What follows belongs to an exercise in optimizing a design on an open flow for small area, a short achievable clock period and few clock cycles per item; a production flow would make more cautious choices. No functional check of the RTL was part of any run shown here. No activity file was given, so power comes from the tool's default toggle rates.

--- flow/design.v ---
`timescale 1ns / 1ps
package rrts_pkg;
    localparam logic [1:0] ACT_LOAD    = 2'd0;
    localparam logic [1:0] ACT_TICK    = 2'd1;
    localparam logic [1:0] ACT_RESTART = 2'd2;
    localparam logic [15:0] TIME_MAX  = 16'hFFFF;
    localparam logic [7:0]  SLICE_MAX = 8'hFF;
endpackage
`timescale 1ns / 1ps
module rrts_ctrl (
    input  logic i_clk,
    input  logic i_rst_n,
    input  logic i_in_valid,
    output logic o_in_ready,
    output logic o_out_valid,
    input  logic i_out_ready,
    output logic o_acc,
    output logic o_exec,
    output logic o_head_en,
    output logic o_head_from_sk,
    output logic o_sk_en
);
    logic r_ov;
    logic r_sk;
    logic r_irv;
    logic r_rdy;
    logic head_free;
    logic sk_n, irv_n;
    assign head_free      = !r_ov || i_out_ready;
    assign o_acc          = i_in_valid && r_rdy;
    assign o_exec         = r_irv && !r_sk;
    assign o_head_en      = head_free && (r_sk || o_exec);
    assign o_head_from_sk = r_sk;
    assign o_sk_en        = !head_free && o_exec;
    assign o_in_ready     = r_rdy;
    assign o_out_valid    = r_ov;
    assign sk_n  = !head_free && (r_sk || o_exec);
    assign irv_n = o_acc || (r_irv && r_sk);
    always_ff @(posedge i_clk) begin
        if (!i_rst_n) begin
            r_ov  <= 1'b0;
            r_sk  <= 1'b0;
            r_irv <= 1'b0;
            r_rdy <= 1'b1;
        end else begin
            r_ov  <= !head_free || r_sk || o_exec;
            r_sk  <= sk_n;
            r_irv <= irv_n;
            r_rdy <= !irv_n || !sk_n;
        end
    end
endmodule
`timescale 1ns / 1ps
module rrts_dp (
    input  logic        i_clk,
    input  logic        i_rst_n,
    input  logic        i_acc,
    input  logic        i_exec,
    input  logic [1:0]  i_action,
    input  logic [2:0]  i_slot,
    input  logic [7:0]  i_burst,
    input  logic [15:0] i_arrival,
    input  logic [7:0]  i_quantum,
    input  logic [3:0]  i_task_count,
    input  logic        i_head_en,
    input  logic        i_head_from_sk,
    input  logic        i_sk_en,
    output logic [2:0]  o_ran_slot,
    output logic        o_idle,
    output logic        o_completed,
    output logic [15:0] o_ctime,
    output logic        o_all_done
);
    logic [7:0]  r_rem   [0:7];
    logic [7:0]  r_burst [0:7];
    logic [15:0] r_arr   [0:7];
    logic [7:0]  r_ready;
    logic [7:0]  r_nz;
    logic [7:0]  r_bnz;
    logic [15:0] r_time;
    logic [2:0]  r_ptr;
    logic [2:0]  r_run;
    logic [7:0]  r_slice;
    logic [2:0]  r_h_slot;
    logic        r_h_idle;
    logic        r_h_comp;
    logic [15:0] r_h_time;
    logic        r_h_ad;
    logic        r_s_idle;
    logic        r_s_comp;
    logic [1:0]  r_action;
    logic [2:0]  r_slot;
    logic [7:0]  r_bin;
    logic [15:0] r_arrival;
    logic        is_load, is_tick, is_rst;
    logic [7:0]  use_m, nz, one, bnz, cand, run_oh, hi, g_hi, g_all, g, ptr_oh;
    logic [7:0]  nz_next, slot_oh;
    logic        cont, have, completed, slice_end, ge_c, ge_n, ge_cc, ge_2, ge_d;
    logic        r_ge;
    logic [7:0]  act_m;
    logic        a_empty, a_single, a_one;
    logic [7:0]  ptr_oh_nxt;
    logic [7:0]  slice_c;
    logic [2:0]  p, ptr_nxt;
    logic [7:0]  slice_inc, q_eff;
    logic [15:0] time_inc, time_d;
    logic        ad_now, ad_next;
    logic        load_ready;
    always_ff @(posedge i_clk) begin
        if (i_acc) begin
            r_action  <= i_action;
            r_slot    <= i_slot;
            r_bin     <= i_burst;
            r_arrival <= i_arrival;
        end
    end
    assign is_load = (r_action == rrts_pkg::ACT_LOAD);
    assign is_tick = (r_action == rrts_pkg::ACT_TICK);
    assign is_rst  = (r_action == rrts_pkg::ACT_RESTART);
    always_comb begin
        for (int i = 0; i < 8; i++) begin
            use_m[i]   = (i_task_count > 4'(i));
            one[i]     = (r_rem[i] == 8'd1);
            run_oh[i]  = (r_run == 3'(i));
            slot_oh[i] = (r_slot == 3'(i));
            hi[i]      = (3'(i) >= r_ptr);
        end
    end
    assign nz   = r_nz;
    assign bnz  = r_bnz;
    assign cand = r_ready & nz & use_m;
    assign cont = (r_slice != 8'd0) && ((run_oh & use_m & nz) != 8'd0);
    always_comb begin
        logic [7:0] m;
        logic       seen_hi, seen_all;
        m        = cand & hi;
        seen_hi  = 1'b0;
        seen_all = 1'b0;
        for (int i = 0; i < 8; i++) begin
            g_hi[i]  = m[i] && !seen_hi;
            g_all[i] = cand[i] && !seen_all;
            seen_hi  = seen_hi || m[i];
            seen_all = seen_all || cand[i];
        end
    end
    assign g    = cont ? run_oh : ((cand & hi) != 8'd0) ? g_hi : g_all;
    assign have = cont || (cand != 8'd0);
    always_comb begin
        p = 3'd0;
        for (int i = 0; i < 8; i++) if (g[i]) p = p | 3'(i);
    end
    assign q_eff     = (i_quantum == 8'd0) ? 8'd1 : i_quantum;
    assign slice_c   = (r_slice == rrts_pkg::SLICE_MAX) ? r_slice : r_slice + 8'd1;
    assign ge_c      = (slice_c >= q_eff);
    assign ge_cc     = (slice_c == rrts_pkg::SLICE_MAX) || ((slice_c + 8'd1) >= q_eff);
    assign ge_n      = (q_eff == 8'd1);
    assign ge_2      = (q_eff <= 8'd2);
    assign slice_inc = cont ? slice_c : 8'd1;
    assign completed = (g & one) != 8'd0;
    assign slice_end = completed || (cont ? r_ge : ge_n);
    always_comb begin
        ge_d = ge_c;
        if (i_exec && is_tick) begin
            if (have && !slice_end) ge_d = cont ? ge_cc : ge_2;
            else                    ge_d = ge_n;
        end else if (i_exec && is_rst) begin
            ge_d = ge_n;
        end
    end
    always_ff @(posedge i_clk) r_ge <= ge_d;
    assign ptr_oh_nxt = {g[6:0], 1'b0} & use_m;
    always_comb begin
        ptr_nxt = 3'd0;
        for (int i = 0; i < 8; i++) if (ptr_oh_nxt[i]) ptr_nxt = ptr_nxt | 3'(i);
    end
    assign time_inc  = (r_time == rrts_pkg::TIME_MAX) ? r_time : r_time + 16'd1;
    assign time_d    = is_tick ? time_inc : is_rst ? 16'd0 : r_time;
    assign load_ready = (r_arrival <= r_time);
    assign act_m    = use_m & nz;
    assign a_empty  = (act_m == 8'd0);
    assign a_single = $onehot(act_m);
    assign a_one    = ((act_m & one) != 8'd0);
    always_comb begin
        if (is_tick)      ad_next = a_empty || (a_single && a_one && have);
        else if (is_load) ad_next = ((act_m & ~slot_oh) == 8'd0) && ((use_m & slot_oh) == 8'd0 || r_bin == 8'd0);
        else if (is_rst)  ad_next = ((use_m & bnz) == 8'd0);
        else              ad_next = a_empty;
    end
    always_comb begin
        for (int i = 0; i < 8; i++) begin
            if (is_tick)      nz_next[i] = nz[i] && !(g[i] && one[i]);
            else if (is_load) nz_next[i] = slot_oh[i] ? (r_bin != 8'd0) : nz[i];
            else if (is_rst)  nz_next[i] = bnz[i];
            else              nz_next[i] = nz[i];
        end
    end
    assign ad_now = a_empty;
    always_ff @(posedge i_clk) begin
        if (i_exec) begin
            for (int i = 0; i < 8; i++) begin
                if (is_load && slot_oh[i]) begin
                    r_rem[i]   <= r_bin;
                    r_burst[i] <= r_bin;
                    r_arr[i]   <= r_arrival;
                    r_ready[i] <= load_ready;
                end else if (is_tick) begin
                    if (g[i]) r_rem[i] <= r_rem[i] - 8'd1;
                    if (r_arr[i] == time_inc) r_ready[i] <= 1'b1;
                end else if (is_rst) begin
                    r_rem[i]   <= r_burst[i];
                    r_ready[i] <= (r_arr[i] == 16'd0);
                end
            end
        end
    end
    always_ff @(posedge i_clk) begin
        if (!i_rst_n) begin
            r_nz     <= 8'd0;
            r_bnz    <= 8'd0;
            r_time   <= 16'd0;
            r_ptr    <= 3'd0;
            r_run    <= 3'd0;
            r_slice  <= 8'd0;
        end else if (i_exec) begin
            r_nz <= nz_next;
            if (is_load) begin
                for (int i = 0; i < 8; i++) if (slot_oh[i]) r_bnz[i] <= (r_bin != 8'd0);
            end
            r_time <= time_d;
            if (is_tick) begin
                if (have) begin
                    r_run   <= p;
                    r_slice <= slice_end ? 8'd0 : slice_inc;
                    if (slice_end) r_ptr <= ptr_nxt;
                end else begin
                    r_slice <= 8'd0;
                end
            end else if (is_rst) begin
                r_ptr   <= 3'd0;
                r_run   <= 3'd0;
                r_slice <= 8'd0;
            end
        end
    end
    always_ff @(posedge i_clk) begin
        if (i_head_en) begin
            if (i_head_from_sk) begin
                r_h_slot <= r_s_idle ? 3'd0 : r_run;
                r_h_idle <= r_s_idle;
                r_h_comp <= r_s_comp;
                r_h_time <= r_time;
                r_h_ad   <= ad_now;
            end else begin
                r_h_slot <= (is_tick && have) ? p : 3'd0;
                r_h_idle <= !(is_tick && have);
                r_h_comp <= is_tick && completed;
                r_h_time <= time_d;
                r_h_ad   <= ad_next;
            end
        end
        if (i_sk_en) begin
            r_s_idle <= !(is_tick && have);
            r_s_comp <= is_tick && completed;
        end
    end
    assign o_ran_slot  = r_h_slot;
    assign o_idle      = r_h_idle;
    assign o_completed = r_h_comp;
    assign o_ctime     = r_h_time;
    assign o_all_done  = r_h_ad;
endmodule
`timescale 1ns / 1ps
module round_robin_time_slice_scheduler #(
    parameter int MAX_TASKS = 8
) (
    input  logic        i_clk,
    input  logic        i_rst_n,
    input  logic        i_in_valid,
    output logic        o_in_ready,
    input  logic [1:0]  i_in_action,
    input  logic [2:0]  i_in_slot,
    input  logic [7:0]  i_in_burst,
    input  logic [15:0] i_in_arrival,
    output logic        o_out_valid,
    input  logic        i_out_ready,
    output logic [2:0]  o_out_ran_slot,
    output logic        o_out_idle,
    output logic        o_out_completed,
    output logic [15:0] o_out_completion_time,
    output logic        o_out_all_done,
    input  logic        psel,
    input  logic        penable,
    input  logic        pwrite,
    input  logic [2:0]  paddr,
    input  logic [31:0] pwdata,
    output logic [31:0] prdata,
    output logic        pready
);
    logic [7:0] r_quantum;
    logic [3:0] r_task_count;
    logic [7:0] r_prdata;
    logic       r_pready;
    logic       cfg_wr;
    logic       acc, exec, head_en, head_from_sk, sk_en;
    assign pready = r_pready;
    assign prdata = {24'd0, r_prdata};
    assign cfg_wr = psel && penable && pwrite && r_pready;
    always_ff @(posedge i_clk) begin
        if (!i_rst_n) begin
            r_quantum    <= 8'd2;
            r_task_count <= 4'd8;
            r_pready     <= 1'b0;
        end else begin
            r_pready <= psel;
            if (cfg_wr) begin
                if (paddr[2]) r_task_count <= pwdata[3:0];
                else          r_quantum    <= pwdata[7:0];
            end
        end
    end
    always_ff @(posedge i_clk) begin
        r_prdata <= paddr[2] ? {4'd0, r_task_count} : r_quantum;
    end
    rrts_ctrl u_ctrl (
        .i_clk          (i_clk),
        .i_rst_n        (i_rst_n),
        .i_in_valid     (i_in_valid),
        .o_in_ready     (o_in_ready),
        .o_out_valid    (o_out_valid),
        .i_out_ready    (i_out_ready),
        .o_acc          (acc),
        .o_exec         (exec),
        .o_head_en      (head_en),
        .o_head_from_sk (head_from_sk),
        .o_sk_en        (sk_en)
    );
    rrts_dp u_dp (
        .i_clk          (i_clk),
        .i_rst_n        (i_rst_n),
        .i_acc          (acc),
        .i_exec         (exec),
        .i_action       (i_in_action),
        .i_slot         (i_in_slot),
        .i_burst        (i_in_burst),
        .i_arrival      (i_in_arrival),
        .i_quantum      (r_quantum),
        .i_task_count   (r_task_count),
        .i_head_en      (head_en),
        .i_head_from_sk (head_from_sk),
        .i_sk_en        (sk_en),
        .o_ran_slot     (o_out_ran_slot),
        .o_idle         (o_out_idle),
        .o_completed    (o_out_completed),
        .o_ctime        (o_out_completion_time),
        .o_all_done     (o_out_all_done)
    );
endmodule
--- flow/flow/run.sh ---
#!/bin/bash
set -euo pipefail
bash standard.sh SETUP_SLACK_MARGIN=7 finish > standard_flow.log 2>&1
--- flow/standard.sh ---
#!/bin/bash
# synth_recipe.tcl (not shown) runs the flow's synth.tcl, then flattens the netlist and writes it again
# the make line also repeats each setting of config.mk as NAME=value (left out here)
make -C /OpenROAD-flow-scripts/flow DESIGN_CONFIG=/design/flow/config.mk WORK_HOME=/design/flow/orfs CLKGATE_MAP_FILE= SYNTH_SCRIPT=/design/flow/synth_recipe.tcl "${@:-finish}"
--- flow/config.mk ---
export PLATFORM = sky130hd
export DESIGN_NAME = round_robin_time_slice_scheduler
export DESIGN_NICKNAME = round_robin_time_slice_scheduler
export VERILOG_FILES = /design/flow/design.v
export SDC_FILE = /design/flow/constraint.sdc
export NUM_CORES = 4
export LEC_CHECK = 0
export CAP_MARGIN = 20
export CORE_MARGIN = 2
export CORE_UTILIZATION = 40
export SLEW_MARGIN = 20
--- flow/constraint.sdc ---
create_clock -name core_clock -period 10.0 [get_ports {i_clk}]
set_input_delay 2.0000 -clock core_clock [delete_from_list [all_inputs] [get_ports {i_clk}]]
set_output_delay 2.0000 -clock core_clock [all_outputs]
set_load 0.01 [all_outputs]
==> impl_metrics.ini, run 1 <==
[drt]
routed_wl_um = 62400
post_drt_wl_per_cell_um = 21.3
viasPerCell = 5.66
ant_nets = 0
dr_total_vias = 16500
drt_iter0_markers = 1329
drc_errors = 0
dr.pass1.iters = 6

[layout]
final_util_pct = 50.8
nets = 2344
num_antenna_cells = 0
drive_above_1_share_pct = 22.6
area_delta_synth_final_pct = 25.5
finalNonFillerCells = 2922
layout_common_cells = edfxtp_1 (317), nand2_1 (208), o21ai_0 (173), nor2_1 (169), buf_4 (153)
final_common_cell = edfxtp_1

[yosys]
synthCells = 2004
synth_flop_cell = edfxtp_1
yosysSeqAreaShare_pct = 52.8
synth.distinct_cells = 97
ys_warn_count = 6
synth-seq-cells = 389
avgSynthCellArea_sq_um = 10.4
synth-edff-count = 317
async_flop_share_pct = 0
syn-cell-area_sq_um = 20800

[global_route]
grtUsageTotal_pct = 22.6
grt_pass1_wl_um = 93300
first_global_vias = 15800
antenna_found_initial = 0
grt-ovfl-total = 0
grt_max_degree = 85

[sta]
tightestPinTransition_ps = 1070
final_max_slew_viol_count = 0
fin_hold_ws_ps = 486
slew_headroom_pct = 28.4
fmax_mhz = 282
period_share_pct = 35.4
timing.final.hold_violations = 0
layout_min_cycle_time_ps = 3540
rsz0062_at_grt = true
setup-violations-final = 0
setup_slack_ps = 6460
final.setup.tns_ps = 0
skew_ps = 33.7

[worst_setup_path]
critPathMaxFanout = 7
crit_path_start_kind = flop
arrival_ps = 3870
path_class = flop to flop
end_kind = flop
required_ps = 10320

[clock_tree]
insertion_delay_ps = 580
numCtsBuffers = 42
clock-sinks = 389
cts_tree = yes
clockRootBuffer = clkbuf_16
cts_max_level = 2
clkSlewWorstSetupHoldPaths_ps = 60
clock_path_buffers = 3

[floorplanning]
core_area_sq_um = 51300
die_h_um = 232
dieArea_sq_um = 53700
io_pins = 128
start_util_pct = 40.5
chipWidth_um = 232
row_count = 83

[pwr]
vdd_drop_max_uv = 124
p_leak_uw = 0.00910
power_per_cell_area_nw_per_um2 = 137

[status]
status = complete, no violations

[placement]
dpl.hpwl_um = 39400
pre_cts_ws_ps = 5640
place.gp.congestion = 0.932
port_buffers = 77
placedCellCount = 2697

[worst_hold_path]
hp-class = flop to flop

[flow_run]
drv_cap = 0
==> final cells by class <==
cell class,count,area [sq um]
well taps,680,851
repair buffers,269,2390
clock buffers,50,1100
fillers,4497,25200
clock inverters,26,231
flip-flops and latches,389,11100
multi-input cells,1432,10100
inverters,76,294
==> logic make-up after synthesis <==
| kind of cell | synth area share, % |
|---|---|
| flops | 52.8 |
| xor+xnor | 8.54 |
| compound gates | 14.1 |
| simple gates | 14.9 |
| other cells | 0.0181 |
| buf+inv | 4.36 |
| fa+ha+maj | 3.94 |
| mux | 1.37 |
==> repair_timing <==
action                                  CTS  global route
buffers inserted                         91            57
endpoints found under the setup margin  250           243
resized for setup                       280           107
pin swaps                                60            81
hold buffers                              0             0
gates cloned                              1             0
==> worst max-delay path: stages (launching register included) <==
cell and delay [ps]:
dfxtp_4 350, buf_12 130, a211o_4 330, nand2_4 110, fa_1 420, fa_1 490, inv_1 50, fa_2 340
inv_2 70, fa_2 420, nand2_1 80, nor3_1 50, o211ai_1 130, a21oi_1 100, o32a_1 200
==> Yosys cell counts, drive strengths merged, types with 13 or more instances <==
| cell | n | share of area (%) |
|---|---|---|
| xnor2 | 99 | 4.4 |
| xor2 | 97 | 4.1 |
| o21ai | 201 | 5.0 |
| nor3 | 53 | 1.4 |
| inv | 76 | 1.4 |
| nor2 | 184 | 3.3 |
| nand4 | 27 | 0.92 |
| dfxtp | 72 | 6.9 |
| ha | 59 | 3.6 |
| a22oi | 13 | 0.56 |
| and3 | 14 | 0.42 |
| nor4 | 61 | 1.9 |
| clkbuf | 80 | 1.5 |
| edfxtp | 317 | 46 |
| o21a | 15 | 0.54 |
| nand3 | 34 | 0.84 |
| nand2 | 221 | 4.0 |
| a2111oi | 13 | 0.55 |
| mux2i | 24 | 1.2 |
| buf | 50 | 1.5 |
| nand2b | 13 | 0.39 |
| a21oi | 100 | 2.4 |
==> final timing paths <==
path,slack (ps),cells past startpoint,start,endpoint
hold / removal,490,2,u_dp.r_slice[6],u_dp.r_slice[6]
hold reg to reg,490,2,u_dp.r_slice[6],u_dp.r_slice[6]
setup reg to reg,6460,14,r_task_count[3],u_dp.r_h_ad
setup / recovery,6460,14,r_task_count[3],u_dp.r_h_ad
==> registers in the layout, summed over array words and instances, names as in the netlist, 2 cells and up <==
| register | flops |
|---|---|
| u_dp.r_slice | 8 |
| u_dp.r_time | 16 |
| r_task_count | 4 |
| r_quantum | 8 |
| u_dp.r_run | 3 |
| u_dp.r_ptr | 3 |
| u_dp.r_ready | 8 |
| u_dp.r_burst | 64 |
| u_dp.r_arrival | 16 |
| u_dp.r_h_slot | 3 |
| u_dp.r_action | 2 |
| u_dp.r_bnz | 8 |
| u_dp.r_nz | 8 |
| u_dp.r_arr | 128 |
| u_dp.r_h_time | 16 |
| u_dp.r_rem | 64 |
| r_prdata | 8 |
| u_dp.r_bin | 8 |
| u_dp.r_slot | 3 |
==> report_power, final <==
| part | internal [uW] | total, uW | switching [uW] |
|---|---|---|---|
| registers | 1770 | 1810 | 34.4 |
| clock network | 889 | 1530 | 644 |
| logic | 84.5 | 223 | 138 |
==> layer usage <==
layer  vias up  share of wire (%)  GRT usage, %
met5         -                  0             0
met4         0                4.0          9.64
met3       145                7.0          3.50
met2       670                 48          37.9
met1      8062                 41          29.0
li1       7671                  -             -
==> through the flow <==
step	area [sq um]	power, uW
floorplan	21200	1960
global route	26100	3680
CTS	25100	3580
global placement	22500	2050
detailed placement	22500	2050
finish	26100	3560
==> run 2, diff against run 1 <==
==> flow/flow/run.sh (replaced) <==
#!/bin/bash
set -euo pipefail
bash standard.sh SETUP_SLACK_MARGIN=7 "BUFFER_PORTS_ARGS=-buffer_cell sky130_fd_sc_hd__buf_2" CTS_CLUSTER_SIZE=30 CTS_CLUSTER_DIAMETER=120 finish > standard_flow.log 2>&1
==> run 2 against run 1 <==
Effect of this change:
- still clean on timing, DRC and antenna
- synthesized area stayed put
- sequential power hardly changed
- die area stayed put
- design area is 7.8% lower
- combinational power is 8% lower
- utilization is 4.0 points lower
- non-clock buffer count is 59 lower
- critical path type unchanged
- largest power group unchanged
- highest routed layer unchanged
==> impl_metrics.ini, run 2 <==
[yosys]
yosysMostFrequentCell = edfxtp_1
synthCells = 2004
async_flop_share_pct = 0
synth.distinct_cells = 97
yosysSeqAreaShare_pct = 52.8
synthTopCellsByArea = edfxtp_1 (46%), dfxtp_1 (6.9%), o21ai_0 (4.5%), xor2_1 (4.1%), nand2_1 (4.0%)
synth_top_cell_area_share_pct = 45.8
avgSynthCellArea_sq_um = 10.4
yosys-top-cells-count = edfxtp_1 (317), nand2_1 (220), o21ai_0 (186), nor2_1 (183), a21oi_1 (100)
synth_flop_cell = edfxtp_1
ys_warn_count = 6
syn-cell-area_sq_um = 20800
yosys.area.top_type = edfxtp_1
synth-seq-cells = 389
synth-edff-count = 317

[sta]
period_share_pct = 36.1
skew_ps = 30.3
slew_headroom_pct = 27.9
final.setup.tns_ps = 0
tightestPinTransition_ps = 1080
final_max_slew_viol_count = 0
layout_min_cycle_time_ps = 3610
rsz0062_at_grt = true
setup-violations-final = 0
fmax_mhz = 277
timing.final.hold_violations = 0

[clock_tree]
insertion_delay_ps = 560
clkSlewWorstSetupHoldPaths_ps = 120
cts_max_level = 1
clock_path_buffers = 3
cts_tree = yes
numCtsBuffers = 17
clock-sinks = 389
clockRootBuffer = clkbuf_16

[worst_setup_path]
arrival_ps = 4030
path_class = flop to flop
reg2reg_setup_slack_ps = 6390
r2r_cells = 15
crit_path_start_kind = flop
r2r_end = u_dp.r_h_ad
end_kind = flop
required_ps = 10430
critPathMaxFanout = 7
regToRegStartpoint = r_task_count[3]

[drt]
drc_errors = 0
viasPerCell = 5.69
dr_total_vias = 16000
post_drt_wl_per_cell_um = 21.2
dr.pass1.iters = 6
ant_nets = 0
drt_iter0_markers = 1715
routed_wl_um = 59600

[pwr]
p_int_uw = 2170
power_uw = 2850
comb_power_share_pct = 7.2
vdd_drop_max_uv = 136
seqPwrFrac_pct = 63.5
sw_frac_of_total_pct = 23.9
power_per_cell_area_nw_per_um2 = 119
p_clk_share_pct = 29.4
p_leak_uw = 0.00822
netSwitchingPower_uw = 682

[floorplanning]
start_util_pct = 40.5
die_h_um = 232
dieArea_sq_um = 53700
core_area_sq_um = 51300
row_count = 83
chipWidth_um = 232
io_pins = 128

[layout]
area_delta_synth_final_pct = 15.8
final_util_pct = 46.8
drive_above_1_share_pct = 19.8
largestRegisters = u_dp.r_arr (128), u_dp.r_burst (64), u_dp.r_rem (64)
num_antenna_cells = 0
top_register = u_dp.r_arr
layout_common_cells = edfxtp_1 (317), nand2_1 (211), o21ai_0 (174), nor2_1 (170), buf_4 (115)
fin_area_sq_um = 24000
final_common_cell = edfxtp_1
fill_cells = 4700
nets = 2260
largest_register_ffs = 128

[placement]
postPlaceCellArea_sq_um = 22100
dpl.hpwl_um = 39100
port_buffers = 77
place.gp.congestion = 0.909

[worst_hold_path]
worstHoldStart = u_dp.r_slice[4]
holdPathEnd = u_dp.r_slice[4]
hp-class = flop to flop
min_path_cells = 2

[global_route]
grt-ovfl-total = 0
grt_pass1_wl_um = 90200
grtUsageTotal_pct = 21.7
grt_max_degree = 85
first_global_vias = 15100
antenna_found_initial = 0

[status]
status = complete, no violations

[flow_run]
drv_cap = 0
[run 2: cell types whose count changed in the layout (fill, tap and decap cells not counted), moves of 8 or more]
cell	delta
buf_12	-8
clkbuf_16	-26
clkdlybuf4s50_1	-42
buf_6	-15
clkinv_1	-9
buf_2	+47
buf_4	-38
dfxtp_4	-10
[run 2: critical path: stages (launching register included)]
cell and delay, ps:
dfxtp_4 380, buf_8 130, a211o_4 330, nand2_4 110, fa_1 430, fa_1 440, inv_1 80, fa_2 210
inv_2 40, fa_2 400, a2111oi_4 190, a21oi_1 70, nor3_1 160, o211ai_1 150, a21oi_2 170, o32a_1 170
[run 2: through the flow]
stage	cells	hold WS, ps	setup WS (ps)
finish	2813	510	6390
global route	2813	540	6250
CTS	2774	518	6360
detailed placement	2695	491	5540
global placement	2695	471	5560
floorplan	2027	460	6550
[run 2: logic make-up (layout without fill, tap and decap cells)]
kind of cell,count (synthesis),count (layout),synth area share (%)
XOR/XNOR,196,196,8.54
AO/OA/AOI/OAI,465,465,14.1
buffers and inverters,206,312,4.36
adder cells (fa/ha/maj),63,63,3.94
AND/OR/NAND/NOR,656,656,14.9
flip-flops,389,389,52.8
other,1,24,0.0181
multiplexers,28,28,1.37
[run 2: cell type report]
| cell class | count | area, sq um | share of cell area (%) |
|---|---|---|---|
| multi-input cells | 1432 | 9830 | 40.9 |
| clock buffers | 21 | 440 | 1.83 |
| repair buffers | 210 | 1540 | 6.39 |
| flip-flops and latches | 389 | 11000 | 45.9 |
| inverters | 76 | 294 | 1.22 |
| clock inverters | 5 | 41.3 | 0.172 |
| well taps | 680 | 851 | 3.54 |
[run 2: per-layer routing]
| metal | wire [um] | up-vias | GRT usage, % |
|---|---|---|---|
| met5 | 0 | - | 0 |
| met2 | 28100 | 637 | 35.4 |
| li1 | - | 7466 | - |
| met4 | 2090 | 0 | 8.09 |
| met3 | 4180 | 119 | 2.53 |
| met1 | 25200 | 7778 | 29.6 |
[run 2: worst max-delay path by stage]
stage / slack (ps) / start / to
finish: 6390 / r_task_count[3] / u_dp.r_h_ad
global route: 6250 / r_task_count[3] / u_dp.r_h_ad
CTS: 6360 / r_task_count[3] / u_dp.r_h_ad
detailed placement: 5540 / u_dp.r_time[10] / u_dp.r_ready[5]
global placement: 5560 / u_dp.r_time[10] / u_dp.r_ready[5]
floorplan: 6550 / r_task_count[2] / u_dp.r_h_ad
[run 2: power groups by stage]
stage	logic, uW	clock network [uW]	registers, uW
floorplan	128	0	1830
global placement	182	0	1850
detailed placement	186	0	1850
CTS	196	854	1810
global route	225	904	1810
finish	205	838	1810
[run 2: repair_timing]
item                       CTS  global route
pin swaps                   33            37
setup endpoints to repair  142           160
hold buffers                 0             0
gates resized for setup     85            86
hold endpoints to repair     0             0
cloned                       0             0
setup buffers               53            39
==> run 3, diff against run 2 <==
--- a/flow/design.v
+++ b/flow/design.v
@@ -100,3 +100,4 @@
     logic [7:0]  act_m;
-    logic        a_empty, a_single, a_one;
+    logic        a_empty, a_last;
+    logic [7:0]  r_use;
     logic [7:0]  ptr_oh_nxt;
@@ -121,3 +122,2 @@
         for (int i = 0; i < 8; i++) begin
-            use_m[i]   = (i_task_count > 4'(i));
             one[i]     = (r_rem[i] == 8'd1);
@@ -128,2 +128,6 @@
     end
+    always_ff @(posedge i_clk) begin
+        for (int i = 0; i < 8; i++) r_use[i] <= (i_task_count > 4'(i));
+    end
+    assign use_m = r_use;
     assign nz   = r_nz;
@@ -180,6 +184,10 @@
     assign a_empty  = (act_m == 8'd0);
-    assign a_single = $onehot(act_m);
-    assign a_one    = ((act_m & one) != 8'd0);
     always_comb begin
-        if (is_tick)      ad_next = a_empty || (a_single && a_one && have);
+        a_last = 1'b0;
+        for (int i = 0; i < 8; i++) begin
+            if (act_m[i] && one[i] && ((act_m & ~(8'd1 << i)) == 8'd0)) a_last = 1'b1;
+        end
+    end
+    always_comb begin
+        if (is_tick)      ad_next = a_empty || (a_last && have);
         else if (is_load) ad_next = ((act_m & ~slot_oh) == 8'd0) && ((use_m & slot_oh) == 8'd0 || r_bin == 8'd0);
==> flow/flow/run.sh (replaced) <==
#!/bin/bash
set -euo pipefail
bash standard.sh SETUP_SLACK_MARGIN=7 finish > standard_flow.log 2>&1
==> run 3 against run 2 <==
Effect of this change:
- final cell count increased by 0.28%
- utilization up 2.8 points
- critical path depth decreased by 2
- register-to-register slack improved by 470 ps
- maximum frequency rose by 15%
- design area increased by 3.9%
- wire length shrank 0.50%
- clock skew shrank 6.7 ps
- clock power up 87%
- non-clock buffer count grew 14
- sequential share of layout area shrank 1.1 points
- global-route usage fell by 0.24 points
- critical path type unchanged
==> impl_metrics.ini, run 3 <==
[status]
status = complete, no violations

[clock_tree]
clockRootBuffer = clkbuf_16
clock_path_buffers = 3
insertion_delay_ps = 570
numCtsBuffers = 43
cts_hold_repair.buffers = 0
clock-sinks = 397
cts_max_level = 2
cts_tree = yes
clkSlewWorstSetupHoldPaths_ps = 60

[worst_setup_path]
max_stage_delay_ps = 450
cp_slowest_cell = or3_4
cpLargestDelayFamily = compound AO/OA/AOI/OAI gates
path_class = flop to flop
arrival_ps = 3590
cp_cell_sequence = inv_2 > ha_1 > nor4b_1 > nand2_1 > o211ai_1 > buf_2 > a211oi_1 > a311o_1 > nand4_1 > or3_4 > nor3_2 > o221ai_1 > a222oi_1
end_kind = flop
reg2reg_setup_slack_ps = 6860
crit_path_start_kind = flop
path_buf_inv = 2
required_ps = 10450
critPathMaxFanout = 6

[pwr]
power_per_cell_area_nw_per_um2 = 145
p_int_uw = 2800
seqPwrFrac_pct = 50.6
p_leak_uw = 0.00857
sw_frac_of_total_pct = 22.9
netSwitchingPower_uw = 832
comb_power_share_pct = 6.1
power_uw = 3630
vdd_drop_max_uv = 134
p_clk_share_pct = 43.3

[yosys]
synthTopCellsByArea = edfxtp_1 (47%), dfxtp_1 (7.8%), o21ai_0 (4.4%), xnor2_1 (4.3%), nand2_1 (4.2%)
ys_warn_count = 6
synth.distinct_cells = 85
synth_top_cell_area_share_pct = 46.6
yosys.area.top_type = edfxtp_1
syn-cell-area_sq_um = 20400
yosysMostFrequentCell = edfxtp_1
yosysSeqAreaShare_pct = 54.4
synth-edff-count = 317
yosys-top-cells-count = edfxtp_1 (317), nand2_1 (231), o21ai_0 (178), nor2_1 (150), xnor2_1 (100)
avgSynthCellArea_sq_um = 10.5
synth-seq-cells = 397
synthCells = 1941
async_flop_share_pct = 0
synth_flop_cell = edfxtp_1

[flow_run]
drv_cap = 0

[global_route]
grtUsageTotal_pct = 21.4
grt_max_degree = 89
grt_pass1_wl_um = 87000
first_global_vias = 15000
antenna_found_initial = 0
grt-ovfl-total = 0

[sta]
timing.final.hold_violations = 0
fmax_mhz = 319
period_share_pct = 31.4
slew_headroom_pct = 42.9
rsz0062_at_grt = true
final.setup.tns_ps = 0
layout_min_cycle_time_ps = 3140
setup-violations-final = 0
skew_ps = 23.5
final_max_slew_viol_count = 0
tightestPinTransition_ps = 854

[layout]
layout_common_cells = edfxtp_1 (317), nand2_1 (227), o21ai_0 (174), nor2_1 (137), buf_4 (123)
nets = 2242
final_common_cell = edfxtp_1
area_delta_synth_final_pct = 22.2
fill_cells = 4489
num_antenna_cells = 0
fin_area_sq_um = 25000
largestRegisters = u_dp.r_arr (128), u_dp.r_burst (64), u_dp.r_rem (64)
drive_above_1_share_pct = 19.4
top_register = u_dp.r_arr
largest_register_ffs = 128

[worst_hold_path]
hp-class = flop to flop

[floorplanning]
row_count = 82
chipWidth_um = 230
io_pins = 128
dieArea_sq_um = 52900
die_h_um = 230
start_util_pct = 40.6
core_area_sq_um = 50300

[drt]
dr.pass1.iters = 6
drt_iter0_markers = 1171
dr_total_vias = 15700
viasPerCell = 5.56
routed_wl_um = 59300
post_drt_wl_per_cell_um = 21.0
ant_nets = 0
drc_errors = 0

[placement]
place.gp.congestion = 0.928
port_buffers = 77
postPlaceCellArea_sq_um = 22000
dpl.hpwl_um = 38400
[run 3: cell count changes after synthesis, moves of 9 or more]
cell | previous run | this run
xor2_1 | 97 | 84
inv_1 | 74 | 65
a21oi_1 | 100 | 72
nand3_1 | 33 | 61
nand2_1 | 220 | 231
nor2_1 | 183 | 150
[run 3: kinds of logic (layout without fill, tap and decap cells)]
logic type	after synthesis	count (layout)	share of synthesized area (%)
buffers and inverters	185	370	4.00
XOR/XNOR	192	192	8.63
flip-flops	397	397	54.4
AO/OA/AOI/OAI	388	388	11.7
adder cells (fa/ha/maj)	55	55	3.37
other	1	24	0.0184
AND/OR/NAND/NOR	688	688	16.1
multiplexers	35	35	1.81
[run 3: stage by stage]
step                      hold slack (ps)  std cells  util, %  setup slack, ps
after CTS                             464       2753     47.8             6820
after floorplan                       457       1964        -             6820
after detailed placement              470       2637     43.8             5680
after global routing                  480       2821     49.7             6740
after global placement                467       2637     43.8             5700
final                                 472       2821     49.7             6860
[run 3: path summary, 6_finish.rpt]
check                                     start         endpoint  cells past startpoint
worst min register to register  u_dp.r_slice[1]  u_dp.r_slice[1]                      2
worst max-delay path            u_dp.r_slice[0]        u_dp.r_ge                     13
worst min-delay path            u_dp.r_slice[1]  u_dp.r_slice[1]                      2
worst max register to register  u_dp.r_slice[0]        u_dp.r_ge                     13
[run 3: timing repair]
action                     4_1_cts  5_1_grt
setup endpoints to repair      218      197
pin swaps                       17       48
gates resized for setup        239       97
gates cloned                     0        2
buffers inserted                38       66
[run 3: area by class of cell]
cell class                      instances  area, sq um  share of cell area (%)
Tap cell                              672          841                    3.37
Sequential cell                       397        11200                    44.8
Timing Repair Buffer                  224         1890                    7.57
Multi-Input combinational cell       1382         9390                    37.6
Inverter                               67          255                    1.02
Clock buffer                           55         1210                    4.86
Timing Repair inverter                  1         7.51                  0.0301
Clock inverter                         23          178                   0.711
[run 3: power groups by stage]
stage,logic [uW],registers (uW),clock network (uW)
floorplan,130,1860,0
global placement,206,1880,0
detailed placement,209,1880,0
CTS,214,1840,1600
global route,242,1840,1670
finish,221,1840,1570
[run 3: layer usage]
metal	up-vias	global-route usage, %	routed length (um)
met5	-	0	0
met4	0	8.47	1980
met3	116	3.71	4000
met2	603	36.0	28900
met1	7573	27.5	24500
li1	7385	-	-
[run 3: worst min-delay path, delay by kind of cell, from the launching register on]
kind,cells,cell delay [ps]
simple gates,1,50
flops,1,330
compound gates,1,50
==> run 4, diff against run 3 <==
==> flow/flow/run.sh (replaced) <==
#!/bin/bash
set -euo pipefail
bash standard.sh SETUP_SLACK_MARGIN=7 "BUFFER_PORTS_ARGS=-buffer_cell sky130_fd_sc_hd__buf_2" finish > standard_flow.log 2>&1
==> run 4 against run 3 <==
Effect of this change:
- combinational power shrank 5%
- wire length shrank 1.3%
- sequential power about the same
- power decreased by 2.5%
- setup slack improved by 22 ps
- worst hold slack worse by 1.4 ps
- first-iteration DRC count increased by 8.6%
- clock skew decreased by 2.3 ps
- critical endpoint is now o_out_completion_time[0]
==> impl_metrics.ini, run 4 <==
[yosys]
synth-edff-count = 317
avgSynthCellArea_sq_um = 10.5
yosysMostFrequentCell = edfxtp_1
synth.distinct_cells = 85
syn-cell-area_sq_um = 20400
synthTopCellsByArea = edfxtp_1 (47%), dfxtp_1 (7.8%), o21ai_0 (4.4%), xnor2_1 (4.3%), nand2_1 (4.2%)
synth-seq-cells = 397
yosys-top-cells-count = edfxtp_1 (317), nand2_1 (231), o21ai_0 (178), nor2_1 (150), xnor2_1 (100)
ys_warn_count = 6
synthCells = 1941
synth_top_cell_area_share_pct = 46.6
synth_flop_cell = edfxtp_1
yosysSeqAreaShare_pct = 54.4
async_flop_share_pct = 0
yosys.area.top_type = edfxtp_1

[sta]
setup-violations-final = 0
final.setup.tns_ps = 0
fmax_mhz = 321
period_share_pct = 31.1
final_max_slew_viol_count = 0
slew_headroom_pct = 36.4
rsz0062_at_grt = true
tightestPinTransition_ps = 954
layout_min_cycle_time_ps = 3110
skew_ps = 21.3
timing.final.hold_violations = 0

[worst_setup_path]
r2r_cells = 14
path_class = flop to output port
arrival_ps = 1110
r2r_end = u_dp.r_ge
reg2reg_setup_slack_ps = 6920
max_stage_delay_ps = 390
end_kind = output port
path_buf_inv = 1
crit_cells = 1
regToRegStartpoint = u_dp.r_slice[5]
crit_path_start_kind = flop
cp_cell_sequence = buf_2
critPathMaxFanout = 1
cpLargestDelayFamily = flip-flops
crit_end = o_out_completion_time[0]
required_ps = 8000
cp_slowest_cell = edfxtp_1
crit_path_start = u_dp.r_h_time[0]

[pwr]
comb_power_share_pct = 5.9
power_per_cell_area_nw_per_um2 = 144
p_int_uw = 2720
p_leak_uw = 0.00845
seqPwrFrac_pct = 52.0
netSwitchingPower_uw = 820
vdd_drop_max_uv = 143
sw_frac_of_total_pct = 23.2
p_clk_share_pct = 42.1

[global_route]
grt_pass1_wl_um = 88300
grt_max_degree = 85
grt-ovfl-total = 0
top_usage_layer = met2
grt_util_met2_pct = 35.4
grtUsageTotal_pct = 21.6
first_global_vias = 15200
met3_usage_pct = 3.98
gr-usage-met1_pct = 28.2
antenna_found_initial = 0

[layout]
num_antenna_cells = 0
final_common_cell = edfxtp_1
fin_area_sq_um = 24600
layout_common_cells = edfxtp_1 (317), nand2_1 (227), o21ai_0 (171), nor2_1 (136), buf_4 (115)
top_register = u_dp.r_arr
finalNonFillerCells = 2814
area_delta_synth_final_pct = 20.5
largestRegisters = u_dp.r_arr (128), u_dp.r_burst (64), u_dp.r_rem (64)
largest_register_ffs = 128
final_util_pct = 49.0
drive_above_1_share_pct = 21.0
nets = 2236

[clock_tree]
cts_hold_repair.buffers = 0
insertion_delay_ps = 570
clock_path_buffers = 3
clkSlewWorstSetupHoldPaths_ps = 60
numCtsBuffers = 42
clock-sinks = 397
cts_tree = yes
clockRootBuffer = clkbuf_16
cts_max_level = 2

[drt]
drc_errors = 0
ant_nets = 0
drt_iter0_markers = 1272
viasPerCell = 5.55
dr_total_vias = 15600
dr.pass1.iters = 6
post_drt_wl_per_cell_um = 20.8
routed_wl_um = 58600

[placement]
placedCellCount = 2640
port_buffers = 77
place.gp.congestion = 0.941
postPlaceCellArea_sq_um = 21600
dpl.hpwl_um = 38100

[floorplanning]
dieArea_sq_um = 52900
core_area_sq_um = 50300
row_count = 82
io_pins = 128
start_util_pct = 40.6
die_h_um = 230
chipWidth_um = 230

[worst_hold_path]
hp-class = flop to flop

[status]
status = complete, no violations

[flow_run]
drv_cap = 0
==> run 4: cell counts after synthesis <==
No cell type changed its count.
==> run 4: logic make-up after synthesis <==
| kind of cell | Yosys count | share of synthesized area (%) |
|---|---|---|
| buf+inv | 185 | 4.00 |
| compound gates | 388 | 11.7 |
| simple gates | 688 | 16.1 |
| mux | 35 | 1.81 |
| flops | 397 | 54.4 |
| other cells | 1 | 0.0184 |
| fa+ha+maj | 55 | 3.37 |
| xor+xnor | 192 | 8.63 |
==> run 4: layer usage <==
layer / wire, um / up-vias / share of wire (%)
met2: 28000 / 601 / 48
met4: 2340 / 0 / 4.0
li1: - / 7352 / -
met1: 24100 / 7529 / 41
met5: 0 / - / 0
met3: 4160 / 149 / 7.1
==> run 4: timing repair <==
action	in CTS	in global routing
setup endpoints to repair	195	155
setup buffers	55	43
pin swaps	40	59
endpoints found under the hold margin	0	0
resized for setup	126	82
==> run 4: layout make-up <==
type | count | area (sq um)
fillers | 4585 | 25600
flip-flops and latches | 397 | 11200
repair buffers | 220 | 1700
multi-input cells | 1382 | 9330
inverters | 67 | 255
clock buffers | 57 | 1160
well taps | 672 | 841
clock inverters | 19 | 136
==> run 4: how the worst min path moves through the flow <==
| stage | from | end | slack [ps] | cells after the start |
|---|---|---|---|---|
| after floorplan | u_dp.r_slice[1] | u_dp.r_slice[1] | 460 | 2 |
| after global placement | r_task_count[3] | u_dp.r_use[7] | 460 | 0 |
| after detailed placement | r_task_count[3] | u_dp.r_use[7] | 470 | 0 |
| after CTS | r_task_count[3] | u_dp.r_use[7] | 460 | 0 |
| after global routing | r_task_count[3] | u_dp.r_use[7] | 480 | 0 |
| final | r_task_count[3] | u_dp.r_use[7] | 470 | 0 |
==> run 4: through the flow <==
stage / hold WS, ps / power [uW] / worst slack [ps]
after global placement: 465 / 2070 / 5680
after floorplan: 457 / 1990 / 6820
after global routing: 476 / 3660 / 6710
after CTS: 461 / 3570 / 6850
final: 470 / 3540 / 6890
after detailed placement: 466 / 2070 / 5580
==> run 4: power by group through the flow <==
stage / Sequential [uW] / Clock, uW / Combinational [uW]
final: 1840 / 1490 / 210
after global routing: 1840 / 1580 / 230
after CTS: 1840 / 1520 / 204
after detailed placement: 1880 / 0 / 193
after global placement: 1880 / 0 / 190
after floorplan: 1860 / 0 / 130
==> run 5, diff against run 4 <==
--- a/flow/design.v
+++ b/flow/design.v
@@ -79,2 +79,3 @@
     logic [7:0]  r_bnz;
+    logic [7:0]  r_use;
     logic [15:0] r_time;
@@ -83,2 +84,6 @@
     logic [7:0]  r_slice;
+    logic        r_ge;
+    logic [1:0]  r_action;
+    logic [2:0]  r_slot;
+    logic        r_due;
     logic [2:0]  r_h_slot;
@@ -90,29 +95,45 @@
     logic        r_s_comp;
-    logic [1:0]  r_action;
-    logic [2:0]  r_slot;
-    logic [7:0]  r_bin;
-    logic [15:0] r_arrival;
     logic        is_load, is_tick, is_rst;
-    logic [7:0]  use_m, nz, one, bnz, cand, run_oh, hi, g_hi, g_all, g, ptr_oh;
-    logic [7:0]  nz_next, slot_oh;
-    logic        cont, have, completed, slice_end, ge_c, ge_n, ge_cc, ge_2, ge_d;
-    logic        r_ge;
-    logic [7:0]  act_m;
-    logic        a_empty, a_last;
-    logic [7:0]  r_use;
-    logic [7:0]  ptr_oh_nxt;
-    logic [7:0]  slice_c;
+    logic        in_load;
+    logic [7:0]  in_slot_oh;
+    logic [7:0]  one, cand, run_oh, hi, g_hi, g_all, g, slot_oh, act_m;
+    logic [7:0]  nz_next, ptr_oh_nxt;
+    logic        cont, have, completed, slice_end;
+    logic        ge_c, ge_cc, ge_n, ge_2, ge_d;
     logic [2:0]  p, ptr_nxt;
-    logic [7:0]  slice_inc, q_eff;
-    logic [15:0] time_inc, time_d;
-    logic        ad_now, ad_next;
-    logic        load_ready;
+    logic [7:0]  q_eff, slice_c, slice_inc;
+    logic [15:0] time_inc, time_d, time_now;
+    logic        a_empty, a_last, ad_next;
+    assign in_load = (i_action == rrts_pkg::ACT_LOAD);
+    always_comb begin
+        for (int i = 0; i < 8; i++) in_slot_oh[i] = (i_slot == 3'(i));
+    end
+    assign time_now = i_exec ? time_d : r_time;
     always_ff @(posedge i_clk) begin
         if (i_acc) begin
-            r_action  <= i_action;
-            r_slot    <= i_slot;
-            r_bin     <= i_burst;
-            r_arrival <= i_arrival;
+            r_action <= i_action;
+            r_slot   <= i_slot;
+            r_due    <= (i_arrival <= time_now);
+        end
+    end
+    always_ff @(posedge i_clk) begin
+        for (int i = 0; i < 8; i++) begin
+            if (i_acc && in_load && in_slot_oh[i]) begin
+                r_burst[i] <= i_burst;
+                r_arr[i]   <= i_arrival;
+            end
         end
     end
+    always_ff @(posedge i_clk) begin
+        if (!i_rst_n) begin
+            r_bnz <= 8'd0;
+        end else begin
+            for (int i = 0; i < 8; i++) begin
+                if (i_acc && in_load && in_slot_oh[i]) r_bnz[i] <= (i_burst != 8'd0);
+            end
+        end
+    end
+    always_ff @(posedge i_clk) begin
+        for (int i = 0; i < 8; i++) r_use[i] <= (i_task_count > 4'(i));
+    end
     assign is_load = (r_action == rrts_pkg::ACT_LOAD);
@@ -128,10 +149,5 @@
     end
-    always_ff @(posedge i_clk) begin
-        for (int i = 0; i < 8; i++) r_use[i] <= (i_task_count > 4'(i));
-    end
-    assign use_m = r_use;
-    assign nz   = r_nz;
-    assign bnz  = r_bnz;
-    assign cand = r_ready & nz & use_m;
-    assign cont = (r_slice != 8'd0) && ((run_oh & use_m & nz) != 8'd0);
+    assign act_m = r_use & r_nz;
+    assign cand  = r_ready & act_m;
+    assign cont  = (r_slice != 8'd0) && ((run_oh & act_m) != 8'd0);
     always_comb begin
@@ -174,3 +190,3 @@
     always_ff @(posedge i_clk) r_ge <= ge_d;
-    assign ptr_oh_nxt = {g[6:0], 1'b0} & use_m;
+    assign ptr_oh_nxt = {g[6:0], 1'b0} & r_use;
     always_comb begin
@@ -179,7 +195,5 @@
     end
-    assign time_inc  = (r_time == rrts_pkg::TIME_MAX) ? r_time : r_time + 16'd1;
-    assign time_d    = is_tick ? time_inc : is_rst ? 16'd0 : r_time;
-    assign load_ready = (r_arrival <= r_time);
-    assign act_m    = use_m & nz;
-    assign a_empty  = (act_m == 8'd0);
+    assign time_inc = (r_time == rrts_pkg::TIME_MAX) ? r_time : r_time + 16'd1;
+    assign time_d   = is_tick ? time_inc : is_rst ? 16'd0 : r_time;
+    assign a_empty = (act_m == 8'd0);
     always_comb begin
@@ -192,4 +206,4 @@
         if (is_tick)      ad_next = a_empty || (a_last && have);
-        else if (is_load) ad_next = ((act_m & ~slot_oh) == 8'd0) && ((use_m & slot_oh) == 8'd0 || r_bin == 8'd0);
-        else if (is_rst)  ad_next = ((use_m & bnz) == 8'd0);
+        else if (is_load) ad_next = ((act_m & ~slot_oh) == 8'd0) && ((r_use & r_bnz & slot_oh) == 8'd0);
+        else if (is_rst)  ad_next = ((r_use & r_bnz) == 8'd0);
         else              ad_next = a_empty;
@@ -198,9 +212,8 @@
         for (int i = 0; i < 8; i++) begin
-            if (is_tick)      nz_next[i] = nz[i] && !(g[i] && one[i]);
-            else if (is_load) nz_next[i] = slot_oh[i] ? (r_bin != 8'd0) : nz[i];
-            else if (is_rst)  nz_next[i] = bnz[i];
-            else              nz_next[i] = nz[i];
+            if (is_tick)      nz_next[i] = r_nz[i] && !(g[i] && one[i]);
+            else if (is_load) nz_next[i] = slot_oh[i] ? r_bnz[i] : r_nz[i];
+            else if (is_rst)  nz_next[i] = r_bnz[i];
+            else              nz_next[i] = r_nz[i];
         end
     end
-    assign ad_now = a_empty;
     always_ff @(posedge i_clk) begin
@@ -208,14 +221,7 @@
             for (int i = 0; i < 8; i++) begin
-                if (is_load && slot_oh[i]) begin
-                    r_rem[i]   <= r_bin;
-                    r_burst[i] <= r_bin;
-                    r_arr[i]   <= r_arrival;
-                    r_ready[i] <= load_ready;
-                end else if (is_tick) begin
-                    if (g[i]) r_rem[i] <= r_rem[i] - 8'd1;
-                    if (r_arr[i] == time_inc) r_ready[i] <= 1'b1;
-                end else if (is_rst) begin
-                    r_rem[i]   <= r_burst[i];
-                    r_ready[i] <= (r_arr[i] == 16'd0);
-                end
+                if ((is_load && slot_oh[i]) || is_rst) r_rem[i] <= r_burst[i];
+                else if (is_tick && g[i])              r_rem[i] <= r_rem[i] - 8'd1;
+                if (is_load && slot_oh[i])             r_ready[i] <= r_due;
+                else if (is_rst)                       r_ready[i] <= (r_arr[i] == 16'd0);
+                else if (is_tick && (r_arr[i] == time_inc)) r_ready[i] <= 1'b1;
             end
@@ -225,13 +231,9 @@
         if (!i_rst_n) begin
-            r_nz     <= 8'd0;
-            r_bnz    <= 8'd0;
-            r_time   <= 16'd0;
-            r_ptr    <= 3'd0;
-            r_run    <= 3'd0;
-            r_slice  <= 8'd0;
+            r_nz    <= 8'd0;
+            r_time  <= 16'd0;
+            r_ptr   <= 3'd0;
+            r_run   <= 3'd0;
+            r_slice <= 8'd0;
         end else if (i_exec) begin
-            r_nz <= nz_next;
-            if (is_load) begin
-                for (int i = 0; i < 8; i++) if (slot_oh[i]) r_bnz[i] <= (r_bin != 8'd0);
-            end
+            r_nz   <= nz_next;
             r_time <= time_d;
@@ -259,3 +261,3 @@
                 r_h_time <= r_time;
-                r_h_ad   <= ad_now;
+                r_h_ad   <= a_empty;
             end else begin
==> run 5 against run 4 <==
Effect of this change:
- wire length up 11%
- final cell count shrank 2.5%
- synthesized area down 3.9%
- setup slack got worse by 230 ps
- synthesized cell count shrank 5.7%
- utilization grew 2.7 points
- worst hold slack got worse by 1.4 ps
- flip-flop and latch count down 23
- critical path type is now flop to flop
- global-route usage grew 3.3 points
- first-iteration DRC count rose by 39%
- non-clock buffer count grew 57
- clock power increased by 17%
- critical endpoint is now u_dp.r_slice[1]
==> impl_metrics.ini, run 5 <==
[status]
status = complete, no violations

[sta]
layout_min_cycle_time_ps = 3340
timing.final.hold_violations = 0
rsz0062_at_grt = true
final_max_slew_viol_count = 0
fin_hold_ws_ps = 469
slew_headroom_pct = 31.1
period_share_pct = 33.4
tightestPinTransition_ps = 1030
setup-violations-final = 0
skew_ps = 32.4
final.setup.tns_ps = 0
fmax_mhz = 299

[worst_setup_path]
end_kind = flop
required_ps = 10520
reg2reg_setup_slack_ps = 6660
cp_common_cell = buf_6
max_stage_delay_ps = 550
arrival_ps = 3860
r2r_end = u_dp.r_slice[1]
cp_cell_sequence = inv_4 > ha_4 > or4b_4 > o21ba_4 > buf_6 > a2bb2oi_4 > buf_12 > buf_6 > o311a_4 > o22ai_4 > nor4_4 > nand3b_4 > or4_4 > o21ai_2
critPathMaxFanout = 4
crit_path_start_kind = flop
r2r_cells = 14
path_class = flop to flop
cp_slowest_cell = or4_4
regToRegStartpoint = u_dp.r_slice[1]

[floorplanning]
die_h_um = 226
start_util_pct = 40.3
core_area_sq_um = 48600
chipWidth_um = 226
row_count = 81
io_pins = 128
dieArea_sq_um = 50900

[clock_tree]
numCtsBuffers = 44
clkSlewWorstSetupHoldPaths_ps = 60
cts_tree = yes
insertion_delay_ps = 600
clock_path_buffers = 3
clock-sinks = 374
cts_max_level = 2
clockRootBuffer = clkbuf_16

[yosys]
yosysMostFrequentCell = edfxtp_1
synthTopCellsByArea = edfxtp_1 (45%), dfxtp_1 (8.2%), xnor2_1 (5.0%), ha_1 (3.5%), nor2_1 (3.4%)
avgSynthCellArea_sq_um = 10.7
synthCells = 1831
yosys-top-cells-count = edfxtp_1 (294), nor2_1 (176), nand2_1 (171), xnor2_1 (113), o21ai_0 (112)
synth-edff-count = 294
syn-cell-area_sq_um = 19600
yosys.area.top_type = edfxtp_1
synth-simple-area-share_pct = 16.4
synth_top_family_by_area = simple AND/OR/NAND/NOR gates
synth_flop_cell = edfxtp_1
synth_fa_ha_area_share_pct = 3.51
synthMuxAreaShare_pct = 1.40
synth_compound_area_share_pct = 13.2
synth.distinct_cells = 100
synth-seq-cells = 374
async_flop_share_pct = 0
yosys.area_share.xor_xnor_pct = 8.58
synth_top_cell_area_share_pct = 45.0
ys_warn_count = 6
yosysSeqAreaShare_pct = 53.1

[layout]
top_register = u_dp.r_arr
fin_area_sq_um = 25200
nets = 2212
layout_common_cells = edfxtp_1 (294), nand2_1 (160), nor2_1 (152), buf_4 (144), xnor2_1 (106)
largest_register_ffs = 128
num_antenna_cells = 0
finalNonFillerCells = 2744
area_delta_synth_final_pct = 28.2
drive_above_1_share_pct = 27.9
largestRegisters = u_dp.r_arr (128), u_dp.r_burst (64), u_dp.r_rem (64)
seq_area_sq_um = 10500
final_common_cell = edfxtp_1
fill_cells = 4224
multi_input_area_sq_um = 9720

[global_route]
grt_max_degree = 47
grt-ovfl-total = 0
first_global_vias = 15500
grt_pass1_wl_um = 94400
grtUsageTotal_pct = 24.9
antenna_found_initial = 1

[drt]
viasPerCell = 5.87
dr_total_vias = 16100
routed_wl_um = 64900
post_drt_wl_per_cell_um = 23.7
dr.pass1.iters = 6
drt_iter0_markers = 1762
drc_errors = 0
ant_nets = 0

[pwr]
seqPwrFrac_pct = 46.8
power_uw = 3660
power_per_cell_area_nw_per_um2 = 145
p_leak_uw = 0.00877
p_clk_share_pct = 47.9
sw_frac_of_total_pct = 22.8
p_int_uw = 2830
netSwitchingPower_uw = 834
vdd_drop_max_uv = 150
comb_power_share_pct = 5.3

[worst_hold_path]
min_path_cells = 0
worstHoldStart = r_task_count[3]
hp-class = flop to flop
holdPathEnd = u_dp.r_use[7]

[placement]
place.gp.congestion = 0.923
dpl.hpwl_um = 40500
placedCellCount = 2471
port_buffers = 77
postPlaceCellArea_sq_um = 20600

[flow_run]
drv_cap = 0
[run 5: cell count changes after synthesis, sizes merged, moves of 13 or more]
cell    before  now
a21oi       73   97
a311oi       0   13
clkbuf      76   49
edfxtp     317  294
mux2i       32   16
nand2      233  172
nor2       152  176
nor3        63   32
o21ai      183  119
[run 5: how the worst max path moves through the flow]
stage                    startpoint          endpoint  slack [ps]  depth (start not counted)
floorplan                i_in_valid  u_dp.r_arr[4][0]        6440                          4
global placement    u_dp.r_time[10]   u_dp.r_ready[3]        5610                          9
detailed placement   u_dp.r_time[7]        u_dp.r_due        5530                         16
CTS                 u_dp.r_slice[0]   u_dp.r_slice[1]        6680                         11
global route        u_dp.r_slice[1]   u_dp.r_slice[1]        6580                         14
finish              u_dp.r_slice[1]   u_dp.r_slice[1]        6660                         14
[run 5: layer usage]
layer | track usage [%] | vias up | part of all wire (%)
met4 | 12.5 | 2 | 5.4
met5 | 0 | - | 0.020
met1 | 30.3 | 7789 | 38
met3 | 4.49 | 234 | 8.5
li1 | - | 7266 | -
met2 | 42.5 | 816 | 48
[run 5: critical path: cells and delay by family (launching register included)]
kind / cells / cell delay, ps
compound gates: 5 / 870
buf+inv: 4 / 400
simple gates: 4 / 1510
fa+ha+maj: 1 / 120
flops: 1 / 350
[run 5: cell type report]
cell class | count | share of cell area (%)
Tap cell | 622 | 3.09
Timing Repair Buffer | 277 | 9.26
Clock inverter | 33 | 1.81
Sequential cell | 374 | 41.8
Multi-Input combinational cell | 1335 | 38.7
Clock buffer | 49 | 4.45
Inverter | 54 | 0.890
[run 5: cell families (layout without fill, tap and decap cells)]
group,Yosys count,in the layout
AOI/OAI and AO/OA,393,393
xor gates and xnor gates,188,188
adders and majority gates,55,55
buffers and inverters,151,413
DFF,374,374
muxes,22,22
other,1,24
and+or+nand+nor,647,653
[run 5: power by group through the flow]
stage | Sequential [uW] | Combinational, uW | Clock, uW
3_3_place_gp | 1750 | 167 | 0
6_report | 1710 | 195 | 1750
3_5_place_dp | 1750 | 170 | 0
4_1_cts | 1710 | 184 | 1780
5_1_grt | 1710 | 209 | 1840
2_1_floorplan | 1740 | 104 | 0
[run 5: through the flow]
step | setup WS [ps] | util [%]
global placement | 5610 | 42.4
detailed placement | 5530 | 42.4
floorplan | 6440 | -
global route | 6580 | 51.7
finish | 6660 | 51.7
CTS | 6680 | 49.9
[run 5: repair_timing]
item                                    CTS  global route
buffers inserted                        140            44
pin swaps                                66            76
hold buffers                              0             0
gates cloned                              7             0
resized for setup                       206           105
endpoints found under the setup margin  334           189
==> run 6, diff against run 5 <==
==> flow/flow/run.sh (replaced) <==
#!/bin/bash
set -euo pipefail
bash standard.sh SETUP_SLACK_MARGIN=7 "BUFFER_PORTS_ARGS=-buffer_cell sky130_fd_sc_hd__buf_2" CTS_CLUSTER_SIZE=20 CTS_CLUSTER_DIAMETER=80 finish > standard_flow.log 2>&1
==> run 6 against run 5 <==
Effect of this change:
- setup slack gained 27 ps
- critical path depth shrank 2
- flip-flop and latch count is the same
- power is 16% lower
- first-iteration DRC count down 0.17%
- synthesized cell count stayed put
- sequential power hardly changed
- die area unchanged
- global-route usage fell by 0.72 points
- synthesized area unchanged
- largest power group is now sequential cells
- highest routed layer is now met4
==> impl_metrics.ini, run 6 <==
[status]
status = complete, no violations

[yosys]
syn-cell-area_sq_um = 19600
synth_top_cell_area_share_pct = 45.0
yosysSeqAreaShare_pct = 53.1
synth-seq-cells = 374
avgSynthCellArea_sq_um = 10.7
async_flop_share_pct = 0
synthTopCellsByArea = edfxtp_1 (45%), dfxtp_1 (8.2%), xnor2_1 (5.0%), ha_1 (3.5%), nor2_1 (3.4%)
synth-edff-count = 294
yosys.area.top_type = edfxtp_1
yosys-top-cells-count = edfxtp_1 (294), nor2_1 (176), nand2_1 (171), xnor2_1 (113), o21ai_0 (112)
synthCells = 1831
synth_flop_cell = edfxtp_1
yosysMostFrequentCell = edfxtp_1
ys_warn_count = 6
synth.distinct_cells = 100

[drt]
drc_errors = 0
viasPerCell = 5.92
routed_wl_um = 63400
dr.pass1.iters = 6
post_drt_wl_per_cell_um = 23.5
drt_iter0_markers = 1759
dr_total_vias = 15900
ant_nets = 0

[floorplanning]
start_util_pct = 40.3
chipWidth_um = 226
row_count = 81
die_h_um = 226
dieArea_sq_um = 50900
io_pins = 128
core_area_sq_um = 48600

[sta]
layout_min_cycle_time_ps = 3320
final_max_slew_viol_count = 0
timing.final.hold_violations = 0
rsz0062_at_grt = true
setup_slack_ps = 6680
skew_ps = 26.6
tightestPinTransition_ps = 1030
fmax_mhz = 301
final.setup.tns_ps = 0
period_share_pct = 33.2
slew_headroom_pct = 30.9
setup-violations-final = 0

[layout]
final_common_cell = edfxtp_1
largest_register_ffs = 128
finalNonFillerCells = 2692
area_delta_synth_final_pct = 22.9
final_util_pct = 49.6
layout_common_cells = edfxtp_1 (294), nand2_1 (165), nor2_1 (152), buf_4 (139), xnor2_1 (107)
top_register = u_dp.r_arr
drive_above_1_share_pct = 25.3
largestRegisters = u_dp.r_arr (128), u_dp.r_burst (64), u_dp.r_rem (64)
num_antenna_cells = 0
nets = 2174

[global_route]
grt_max_degree = 47
grt_pass1_wl_um = 92300
first_global_vias = 15000
grt-ovfl-total = 0
grtUsageTotal_pct = 24.2
antenna_found_initial = 0

[clock_tree]
cts_tree = yes
numCtsBuffers = 28
clkSlewWorstSetupHoldPaths_ps = 80
cts_hold_repair.buffers = 0
cts_max_level = 1
clock_path_buffers = 3
clock-sinks = 374
clockRootBuffer = clkbuf_16
insertion_delay_ps = 600

[placement]
pre_cts_ws_ps = 5530
port_buffers = 77
place.gp.congestion = 0.923
placedCellCount = 2471
dpl.hpwl_um = 40500

[worst_hold_path]
hp-class = flop to flop

[pwr]
p_leak_uw = 0.00828
power_per_cell_area_nw_per_um2 = 128
power_uw = 3080
vdd_drop_max_uv = 194

[worst_setup_path]
path_class = flop to flop
critPathMaxFanout = 5
arrival_ps = 3840
required_ps = 10520
end_kind = flop
crit_path_start_kind = flop

[flow_run]
drv_cap = 0
-- run 6: stage by stage --
| step | hold WS, ps | instance area, sq um |
|---|---|---|
| global route | 485 | 24100 |
| floorplan | 458 | 19900 |
| detailed placement | 471 | 20600 |
| global placement | 457 | 20600 |
| CTS | 479 | 23200 |
| finish | 472 | 24100 |
-- run 6: worst paths after layout --
check | startpoint | to | slack [ps] | cells past startpoint
worst max-delay path | u_dp.r_slice[1] | u_dp.r_slice[1] | 6680 | 12
worst min-delay path | r_task_count[3] | u_dp.r_use[7] | 470 | 0
worst max register to register | u_dp.r_slice[1] | u_dp.r_slice[1] | 6680 | 12
worst min register to register | r_task_count[3] | u_dp.r_use[7] | 470 | 0
-- run 6: power by group --
group	total [uW]	internal, uW	switching, uW
Combinational	192	57.3	135
Clock	1180	575	607
Sequential	1710	1690	17.5
-- run 6: logic make-up (layout without fill, tap and decap cells) --
group	count (synthesis)	in the layout	share of synthesized area, %
simple gates	647	654	16.4
xor+xnor	188	188	8.58
fa+ha+maj	55	55	3.51
buf+inv	151	360	3.75
mux	22	22	1.40
other cells	1	24	0.0191
compound gates	393	393	13.2
flops	374	374	53.1
-- run 6: cell type report --
class,instances,area (sq um)
fill,4340,24500
sequential,374,10500
multi-input combinational,1336,9640
timing repair buffer,254,2040
clock buffer,39,783
tap,622,778
inverter,54,218
clock inverter,13,148
-- run 6: layer usage --
layer / vias up / share of wire [%] / track usage, %
met2: 849 / 48 / 41.6
met5: - / 0 / 0
li1: 7177 / - / -
met1: 7709 / 38 / 30.1
met3: 212 / 8.2 / 3.44
met4: 0 / 5.2 / 11.1
-- run 6: worst max-delay path, stage by stage, from the launching register on --
cell,delay [ps]
dfxtp_4,350
inv_2,60
ha_4,120
or4b_4,500
o21ba_4,250
buf_6,120
a2bb2oi_4,260
o311a_4,290
o22ai_4,80
nor4_4,390
nand3b_4,130
or4_4,550
o21ai_2,150
-- run 6: what timing repair did --
action                     CTS  global route
gates resized for setup    178            87
setup buffers              108            53
pin swaps                   54            56
setup endpoints to repair  326           239
cloned                       8             0

==> static timing again, ports no longer ideal <==
No port has a modelled driver above. Below, the same layouts with a new extraction and two added sets of constraints. Step 1 sets driving cells, clkbuf_16 on the clock port and buf_2 on the other inputs (assumed; they add their load-dependent delay and slew). Step 2, shift: input delay + t, output delay - t, t = (earliest + latest rising clock arrival at the registers) / 2. This alone moves slack from input paths to output paths. a / b / c = ideal ports / drivers / drivers and shift; a / b = the first two.
run	t, ns	slack for setup (ns)	hold WS [ns]
run 1	0.622	6.459 / 6.459 / 6.399	0.486 / 0.486 / 0.486
run 2	0.598	6.393 / 6.393 / 6.393	0.510 / 0.510 / 0.510
run 3	0.613	6.863 / 6.840 / 6.432	0.472 / 0.472 / 0.472
run 4	0.620	6.885 / 6.828 / 6.643	0.470 / 0.470 / 0.470
run 5	0.645	6.656 / 6.656 / 6.087	0.469 / 0.469 / 0.469
run 6	0.645	6.683 / 6.683 / 6.131	0.472 / 0.472 / 0.472
After both steps setup and hold are still met in every run listed. For run 5, which loses most, drivers alone change the setup slack by 0.000 ns; drivers and shift together by -0.569 ns.
